What follows belongs to an exercise in optimizing a design on an open flow for small area, a short achievable clock period and few clock cycles per item; a production flow would make more cautious choices. In this exercise RTL edits were held to simulation tests only and were not proved equivalent to the original. No activity file was given, so power comes from the tool's default toggle rates.

File: config.mk
export PLATFORM = sky130hd
export DESIGN_NAME = sa_top
export DESIGN_NICKNAME = sa_top
export VERILOG_FILES = /design/flow/design.v
export SDC_FILE = /design/flow/constraint.sdc
export NUM_CORES = 4
export LEC_CHECK = 0
export CAP_MARGIN = 20
export CORE_MARGIN = 2
export CORE_UTILIZATION = 40
export SLEW_MARGIN = 20
File: constraint.sdc
create_clock -name core_clock -period 16.0 [get_ports {clk}]
set_input_delay 3.2000 -clock core_clock [delete_from_list [all_inputs] [get_ports {clk}]]
set_output_delay 3.2000 -clock core_clock [all_outputs]
set_load 0.01 [all_outputs]
File: design.v
`timescale 1ns/1ps
`default_nettype none
module fp16_mul (
    input  logic [15:0] a,
    input  logic [15:0] b,
    output logic [15:0] y
);
    localparam int EXP_W    = 5;
    localparam int MAN_W    = 10;
    localparam int EXP_BIAS = 15;
    localparam int EXP_MAX  = 31;
    localparam int PROD_W   = 2 * (MAN_W + 1);     
    logic              a_sign, b_sign;
    logic [EXP_W-1:0]  a_exp, b_exp;
    logic [MAN_W-1:0]  a_man, b_man;
    logic [PROD_W-1:0] prod;       
    logic              carry;      
    logic [MAN_W-1:0]  man_norm;   
    logic [EXP_W+1:0]  exp_sum;    
    logic              is_zero;
    logic              is_ovf;
    assign {a_sign, a_exp, a_man} = a;
    assign {b_sign, b_exp, b_man} = b;
    assign prod  = {1'b1, a_man} * {1'b1, b_man};
    assign carry = prod[PROD_W-1];
    assign man_norm = carry ? prod[PROD_W-2 -: MAN_W]
                            : prod[PROD_W-3 -: MAN_W];
    assign exp_sum = {2'b00, a_exp} + {2'b00, b_exp} + {{(EXP_W+1){1'b0}}, carry};
    assign is_zero = (a_exp == '0) || (b_exp == '0) ||
                     (exp_sum <= (EXP_W+2)'(EXP_BIAS));
    assign is_ovf = exp_sum >= (EXP_W+2)'(EXP_MAX + EXP_BIAS);
    always_comb begin
        y[15] = a_sign ^ b_sign;    
        if (is_zero) begin
            y[14:10] = '0;
            y[9:0]   = '0;
        end else if (is_ovf) begin
            y[14:10] = EXP_W'(EXP_MAX);
            y[9:0]   = '0;
        end else begin
            y[14:10] = EXP_W'(exp_sum - (EXP_W+2)'(EXP_BIAS));
            y[9:0]   = man_norm;
        end
    end
endmodule
`default_nettype wire
`timescale 1ns/1ps
`default_nettype none
module fp16_add (
    input  logic [15:0] a,
    input  logic [15:0] b,
    output logic [15:0] y
);
    localparam int EXP_W   = 5;
    localparam int MAN_W   = 10;
    localparam int EXP_MAX = 31;
    logic [15:0]      big;         
    logic [15:0]      lesser;      
    logic             big_sign, lesser_sign;
    logic [EXP_W-1:0] big_exp, lesser_exp;
    logic [MAN_W-1:0] big_man, lesser_man;
    logic [EXP_W-1:0] exp_diff;
    logic [MAN_W:0]   sig_small;   
    logic [MAN_W+1:0] sig_sum;     
    logic [EXP_W-1:0] exp_inc;     
    assign {big, lesser} = (a[EXP_W+MAN_W-1:0] < b[EXP_W+MAN_W-1:0]) ? {b, a} : {a, b};
    assign {big_sign, big_exp, big_man}          = big;
    assign {lesser_sign, lesser_exp, lesser_man} = lesser;
    assign exp_diff  = big_exp - lesser_exp;    
    assign sig_small = {1'b1, lesser_man} >> exp_diff;
    assign sig_sum   = {1'b1, big_man} + sig_small;
    assign exp_inc   = big_exp + 1'b1;
    always_comb begin
        if (lesser_exp == '0) begin
            y = big;
        end else if (big_exp == EXP_W'(EXP_MAX)) begin
            y = {big_sign, EXP_W'(EXP_MAX), MAN_W'(0)};
        end else if (big_sign != lesser_sign) begin
            y = '0;    
        end else if (sig_sum[MAN_W+1]) begin
            y = {big_sign, exp_inc, (exp_inc == EXP_W'(EXP_MAX)) ? MAN_W'(0) : sig_sum[MAN_W:1]};
        end else begin
            y = {big_sign, big_exp, sig_sum[MAN_W-1:0]};    
        end
    end
endmodule
`default_nettype wire
`timescale 1ns/1ps
`default_nettype none
module sa_pe (
    input  logic        clk,
    input  logic        rst,           
    input  logic        compute,
    input  logic        weight_en,
    input  logic [15:0] weight_in,
    input  logic [15:0] act_west,
    input  logic [15:0] psum_north,
    output logic [15:0] act_east,
    output logic [15:0] psum_south
);
    logic [15:0] weight;    
    logic [15:0] prod;      
    logic [15:0] sum;       
    fp16_mul i_mul (
        .a (act_west),
        .b (weight),
        .y (prod)
    );
    fp16_add i_add (
        .a (psum_north),
        .b (prod),
        .y (sum)
    );
    always_ff @(posedge clk) begin
        if (!rst) begin
            weight     <= '0;
            act_east   <= '0;
            psum_south <= '0;
        end else begin
            if (weight_en)
                weight <= weight_in;
            if (compute) begin
                act_east   <= act_west;
                psum_south <= sum;
            end
        end
    end
endmodule
`default_nettype wire
`timescale 1ns/1ps
`default_nettype none
module sa_array (
    input  logic        clk,
    input  logic        rst,           
    input  logic        load,
    input  logic        compute,
    input  logic [63:0] a_mat,         
    input  logic [63:0] b_mat,
    output logic [63:0] c_mat,
    output logic        array_done
);
    localparam int N         = 2;                  
    localparam int RUN_STEPS = 2 * N + 1;          
    localparam int FEED_LEN  = 2 * N - 1;          
    localparam int DLY_LEN   = 2 * N - 2;          
    localparam int STEP_W    = $clog2(RUN_STEPS);
    logic [N-1:0][N-1:0][15:0]         a_elem;    
    logic [N-1:0][N-1:0][15:0]         b_elem;    
    logic [N-1:0][FEED_LEN-1:0][15:0]  feed;      
    logic [N-1:0][N:0][15:0]           act;       
    logic [N:0][N-1:0][15:0]           psum;      
    logic [N-1:0][DLY_LEN-1:0][15:0]   dly;       
    logic [N-1:0][DLY_LEN:0][15:0]     tap;       
    logic [63:0]                       c_next;
    logic [STEP_W-1:0]                 step_cnt;
    assign a_elem[0][0] = a_mat[63:48];
    assign a_elem[0][1] = a_mat[47:32];
    assign a_elem[1][0] = a_mat[31:16];
    assign a_elem[1][1] = a_mat[15:0];
    assign b_elem[0][0] = b_mat[63:48];
    assign b_elem[0][1] = b_mat[47:32];
    assign b_elem[1][0] = b_mat[31:16];
    assign b_elem[1][1] = b_mat[15:0];
    always_ff @(posedge clk) begin
        if (!rst) begin
            feed <= '0;
        end else if (load) begin
            for (int r = 0; r < N; r++) begin
                for (int i = 0; i < FEED_LEN; i++)
                    feed[r][i] <= '0;
                for (int k = 0; k < N; k++)
                    feed[r][k+r] <= a_elem[k][r];    
            end
        end else if (compute) begin
            for (int r = 0; r < N; r++) begin
                for (int i = 0; i < FEED_LEN - 1; i++)
                    feed[r][i] <= feed[r][i+1];
                feed[r][FEED_LEN-1] <= '0;    
            end
        end
    end
    assign psum[0] = '0;    
    for (genvar r = 0; r < N; r++) begin : g_row
        assign act[r][0] = feed[r][0];
        for (genvar c = 0; c < N; c++) begin : g_col
            sa_pe i_pe (
                .clk        (clk),
                .rst        (rst),
                .compute    (compute),
                .weight_en  (load),
                .weight_in  (b_elem[r][c]),
                .act_west   (act[r][c]),
                .psum_north (psum[r][c]),
                .act_east   (act[r][c+1]),
                .psum_south (psum[r+1][c])
            );
        end
    end
    always_comb begin
        for (int k = 0; k < N; k++) begin
            tap[k][0] = psum[N][k];
            for (int j = 0; j < DLY_LEN; j++)
                tap[k][j+1] = dly[k][j];
        end
    end
    assign c_next = {tap[0][DLY_LEN], tap[1][DLY_LEN-1], tap[0][DLY_LEN-1], tap[1][DLY_LEN-2]};
    assign array_done = compute && (step_cnt == STEP_W'(RUN_STEPS - 1));
    always_ff @(posedge clk) begin
        if (!rst) begin
            step_cnt <= '0;
            c_mat    <= '0;
            dly      <= '0;
        end else if (compute) begin
            for (int k = 0; k < N; k++) begin
                dly[k][0] <= psum[N][k];
                for (int j = 1; j < DLY_LEN; j++)
                    dly[k][j] <= dly[k][j-1];
            end
            if (array_done) begin
                step_cnt <= '0;
                c_mat    <= c_next;    
            end else begin
                step_cnt <= step_cnt + 1'b1;
            end
        end
    end
endmodule
`default_nettype wire
`timescale 1ns/1ps
`default_nettype none
module sa_top (
    input  logic        clk,
    input  logic        rst,       
    input  logic        go,
    input  logic [63:0] a_mat,     
    input  logic [63:0] b_mat,
    output logic        busy,
    output logic        done,
    output logic [63:0] c_mat
);
    localparam logic [1:0] IDLE = 2'd0;    
    localparam logic [1:0] LOAD = 2'd1;    
    localparam logic [1:0] RUN  = 2'd2;    
    localparam logic [1:0] DONE = 2'd3;    
    logic [1:0] state;
    logic [1:0] state_nxt;
    logic       load;          
    logic       compute;       
    logic       array_done;    
    sa_array i_array (
        .clk        (clk),
        .rst        (rst),
        .load       (load),
        .compute    (compute),
        .a_mat      (a_mat),
        .b_mat      (b_mat),
        .c_mat      (c_mat),
        .array_done (array_done)
    );
    always_ff @(posedge clk) begin
        if (!rst)
            state <= IDLE;
        else
            state <= state_nxt;
    end
    always_comb begin
        state_nxt = state;
        case (state)
            IDLE:    if (go) state_nxt = LOAD;
            LOAD:    state_nxt = RUN;               
            RUN:     if (array_done) state_nxt = DONE;
            DONE:    state_nxt = IDLE;              
            default: state_nxt = IDLE;
        endcase
    end
    assign load    = (state == LOAD);
    assign compute = (state == RUN);
    assign busy    = (state == LOAD) || (state == RUN);    
    assign done    = (state == DONE);
endmodule
`default_nettype wire
File: run.sh
#!/bin/bash
# synth_recipe.tcl (not shown) runs the flow's synth.tcl, then flattens the netlist and writes it again
# the make line also repeats each setting of config.mk as NAME=value (left out here)
make -C /OpenROAD-flow-scripts/flow DESIGN_CONFIG=/design/flow/config.mk WORK_HOME=/design/flow/orfs CLKGATE_MAP_FILE= SYNTH_SCRIPT=/design/flow/synth_recipe.tcl finish
==> results.py <==
metrics = {
    "status": {
        "outcome": "finished clean",
    },
    "synth": {
        "synth-edff-count": 0,
        "synth_top_area_share_pct": 20.5,
        "yosysMostFrequentCell": "inv_1",
        "async_flop_share_pct": 0,
        "synth_warnings": 5,
        "synth_cell_type_count": 98,
        "synth-seq-cells": 357,
        "syn-instance-count": 4065,
        "synth_ff_type": "dfxtp_1",
        "synth_nets": 4842,
        "synthTopCellsByArea": "dfxtp_1 21%, fa_1 19%, ha_1 11%",
        "synth_largest_area_cell": "dfxtp_1",
        "avgSynthCellArea_um2": 8.57,
        "ys_seq_area_share_pct": 20.5,
        "synth_top_cells_by_count": "551 x inv_1, 448 x nand2_1, 377 x nor2_1",
        "syn_area_um2": 34800,
    },
    "setup_path": {
        "max_stage_delay_ns": 0.56,
        "regToRegSetupSlack_ns": 1.12,
        "cp-start-kind": "flip-flop",
        "cp_slowest_cell": "fa_1",
        "path_common_cell": "fa_1",
        "r2r-start": "i_array.g_row[1].g_col[0].i_pe.weight[2]",
        "r2r-end": "i_array.g_row[1].g_col[0].i_pe.psum_south[0]",
        "required_ns": 16.52,
        "end_kind": "flip-flop",
        "worst_r2r_path_depth": 63,
        "critical_path_class": "reg2reg",
        "cp_max_fo": 14,
        "arrival_ns": 15.40,
    },
    "global_routing": {
        "grt_pass1_wl_um": 146000,
        "grt_max_degree": 127,
        "antenna_found_initial": 4,
        "grt_overflow": 0,
        "grtUsageTotal_pct": 20.0,
        "grt_pass1_vias": 26900,
    },
    "layout": {
        "fin_nets": 4907,
        "diodes": 0,
        "stdcell_area_um2": 39300,
        "fin_cells": 5320,
        "drive_gt1_share_pct": 5.47,
        "area_growth_pct": 12.9,
    },
    "sta": {
        "final.min_clock_period_ns": 14.88,
        "fin_setup_tns_ns": 0,
        "finalMaxSlewViolations": 0,
        "finalSetupViolations": 0,
        "slew-limit-headroom_pct": 31.8,
        "clock.fmax_mhz": 67.2,
        "clock_skew_ns": 0.0330,
        "fin_crit_sh_pct": 93.0,
        "tightest_slew_ns": 1.02,
        "hold_viol": 0,
    },
    "die": {
        "io_pins": 197,
        "coreArea_um2": 86600,
        "die_h_um": 299,
        "die-area_um2": 89500,
        "fp.dieW_um": 299,
        "initial_core_util_pct": 40.2,
        "core.rowCount": 108,
    },
    "place": {
        "dpl_cell_area_um2": 37700,
        "place_hpwl_um": 69900,
        "dp.cells": 5237,
        "io_buffers": 196,
        "globalplace.congestion": 0.879,
    },
    "drt": {
        "drt-initial-drc-count": 1507,
        "dr.pass1.iters": 6,
        "via_per_inst": 5.17,
        "wl_per_cell_um": 17.0,
        "drt_wl_total_um": 90300,
        "drtAntennaViolNets": 0,
        "drc": 0,
        "vias": 27500,
    },
    "clocking": {
        "worstSkewPairLatency_ns": 0.60,
        "ctsHoldBuffers": 0,
        "cts_tree": "done",
        "cts.clk_slew.worst_paths_ns": 0.06,
        "htreeDepth": 2,
        "clock_sinks": 357,
        "clockBufferDepth": 3,
        "cts_made_buffers": 45,
        "cts_root_buf": "clkbuf_16",
    },
    "worst_hold_path": {
        "hold_path_startpoint": "i_array.dly[34]",
        "hold_path_class": "reg2reg",
        "hold_depth": 2,
        "holdPathEnd": "i_array.c_mat[34]",
    },
    "power_and_ir_drop": {
        "powerDensity_nw_per_um2": 95.7,
        "p_leak_nw": 17.7,
        "ir_worst_vdd_mv": 0.182,
    },
    "flow_run": {
        "cap_violations": 0,
    },
}
[registers in the layout, summed over array words and instances, names as in the netlist]
register,cells
i_array.c_mat,64
i_array.dly,48
i_array.feed,80
i_array.g_row.g_col.i_pe.act_east,32
i_array.g_row.g_col.i_pe.psum_south,64
i_array.g_row.g_col.i_pe.weight,64
i_array.step_cnt,3
state,2
[critical path, delay by kind of cell, from the launching register on]
| family | cells | cell delay (ns) |
|---|---|---|
| flip-flops | 1 | 0.52 |
| AO/OA/AOI/OAI | 21 | 4.42 |
| buffers and inverters | 11 | 1.21 |
| AND/OR/NAND/NOR | 15 | 2.55 |
| adder cells (fa/ha/maj) | 12 | 5.12 |
| multiplexers | 1 | 0.33 |
| XOR/XNOR | 3 | 0.71 |
[cells in the final DEF, fill, tap and decap left out, types with 10 or more instances in the layout]
master / n
or3_1: 16
a31oi_1: 24
clkinv_2: 10
a21o_1: 51
inv_1: 551
o21bai_1: 16
nand2_1: 448
o21ai_1: 14
nand4_1: 13
and2_1: 204
mux4_2: 12
buf_4: 30
mux2_2: 29
o21ai_0: 66
clkbuf_16: 46
o22ai_1: 12
nor3_1: 24
or4_1: 14
and3_1: 16
fa_1: 328
mux2i_1: 256
a21oi_1: 218
ha_1: 315
nor4_1: 10
xor2_1: 38
o21a_1: 29
nor2b_1: 51
clkdlybuf4s50_1: 195
dfxtp_1: 352
xnor2_1: 63
o211ai_1: 15
nor2_1: 376
nand2b_1: 14
nand3_1: 33
a211oi_1: 47
[per-layer routing]
metal  wire length, µm  global-route usage, %  part of all wire (%)
met4              2130                   4.95                   2.4
met3              4150                   2.46                   4.6
met1             44100                   28.8                    49
met5                13                      0                 0.014
met2             39800                   31.8                    44
[final cells by class]
class	count	area (µm²)
clock buffer	55	1250
fill	8595	47300
multi-input combinational	2944	24900
timing repair buffer	227	2190
sequential	357	7150
tap	1155	1450
clock inverter	27	314
inverter	555	2090
[power breakdown]
| part | leakage [nW] | switching, mW | internal (mW) |
|---|---|---|---|
| clock | 0.782 | 0.439 | 0.644 |
| sequential | 2.89 | 0.205 | 1.00 |
| combinational | 14.0 | 0.861 | 0.615 |
| total | 17.7 | 1.50 | 2.26 |
[metrics by stage]
| step | hold slack (ns) | worst slack, ns | util (%) | total power [mW] |
|---|---|---|---|---|
| 4_1_cts | 0.454 | 0.469 | 45.3 | 3.80 |
| 2_1_floorplan | 0.431 | 1.51 | - | 2.29 |
| 6_report | 0.450 | 1.12 | 45.4 | 3.76 |
| 3_3_place_gp | 0.440 | 0.675 | 43.5 | 2.69 |
| 5_1_grt | 0.462 | -0.00451 | 45.4 | 4.03 |
| 3_5_place_dp | 0.445 | 0.572 | 43.5 | 2.69 |
[what timing repair did]
action,CTS,global route
setup endpoints to repair,0,30
resized for setup,0,22
hold endpoints to repair,0,0
setup buffers,0,1
[cells by family (layout without fill, tap and decap cells)]
logic type,after synthesis,in the layout,synth area share [%]
adders and majority gates,646,646,30.3
xor gates and xnor gates,105,105,2.66
and+or+nand+nor,1262,1262,16.8
muxes,301,301,9.21
buffers and inverters,764,864,8.46
AOI/OAI and AO/OA,630,630,12.1
DFF,357,357,20.5
[worst max path at each step]
| stage | end | depth (start not counted) | startpoint |
|---|---|---|---|
| 3_5_place_dp | i_array.g_row[1].g_col[1].i_pe.psum_south[4] | 60 | i_array.g_row[1].g_col[0].i_pe.act_east[7] |
| 2_1_floorplan | i_array.g_row[1].g_col[0].i_pe.psum_south[7] | 68 | i_array.feed[55] |
| 4_1_cts | i_array.g_row[1].g_col[1].i_pe.psum_south[2] | 60 | i_array.g_row[1].g_col[0].i_pe.act_east[7] |
| 6_report | i_array.g_row[1].g_col[0].i_pe.psum_south[0] | 63 | i_array.g_row[1].g_col[0].i_pe.weight[2] |
| 3_3_place_gp | i_array.g_row[1].g_col[1].i_pe.psum_south[5] | 60 | i_array.g_row[1].g_col[0].i_pe.act_east[7] |
| 5_1_grt | i_array.g_row[1].g_col[0].i_pe.psum_south[0] | 63 | i_array.g_row[1].g_col[0].i_pe.weight[2] |
Testbench counts, summed over its fixed seeds: cycles 4,088, products 512.

==> static timing again, ports no longer ideal <==
The flow's constraints put no driver on any port. The routed layout listed below was extracted and timed again, unchanged, in two steps. Step 1 assumes that a clkbuf_16 drives the clock port and a buf_2 every other input. Step 2 adds t to the input delays and takes it off the output delays; t is the mean of the earliest and latest rising clock arrival at the registers after step 1. Input paths then give back, and output paths get back, about the clock's delay inside the block. a / b / c = ideal ports / drivers / drivers and shift; a / b = the first two.
shift t [ns]: 0.646
setup WS [ns]: 1.120 / 1.120 / 1.120
hold slack, ns: 0.450 / 0.450 / 0.450
slew at the worst register clock pin (ns): 0.07 / 0.07
worst slew at a driven data input, ns: 0.16
After both steps this run still meets setup and hold. For this run, drivers alone change the setup slack by 0.000 ns; drivers and shift together by 0.000 ns.
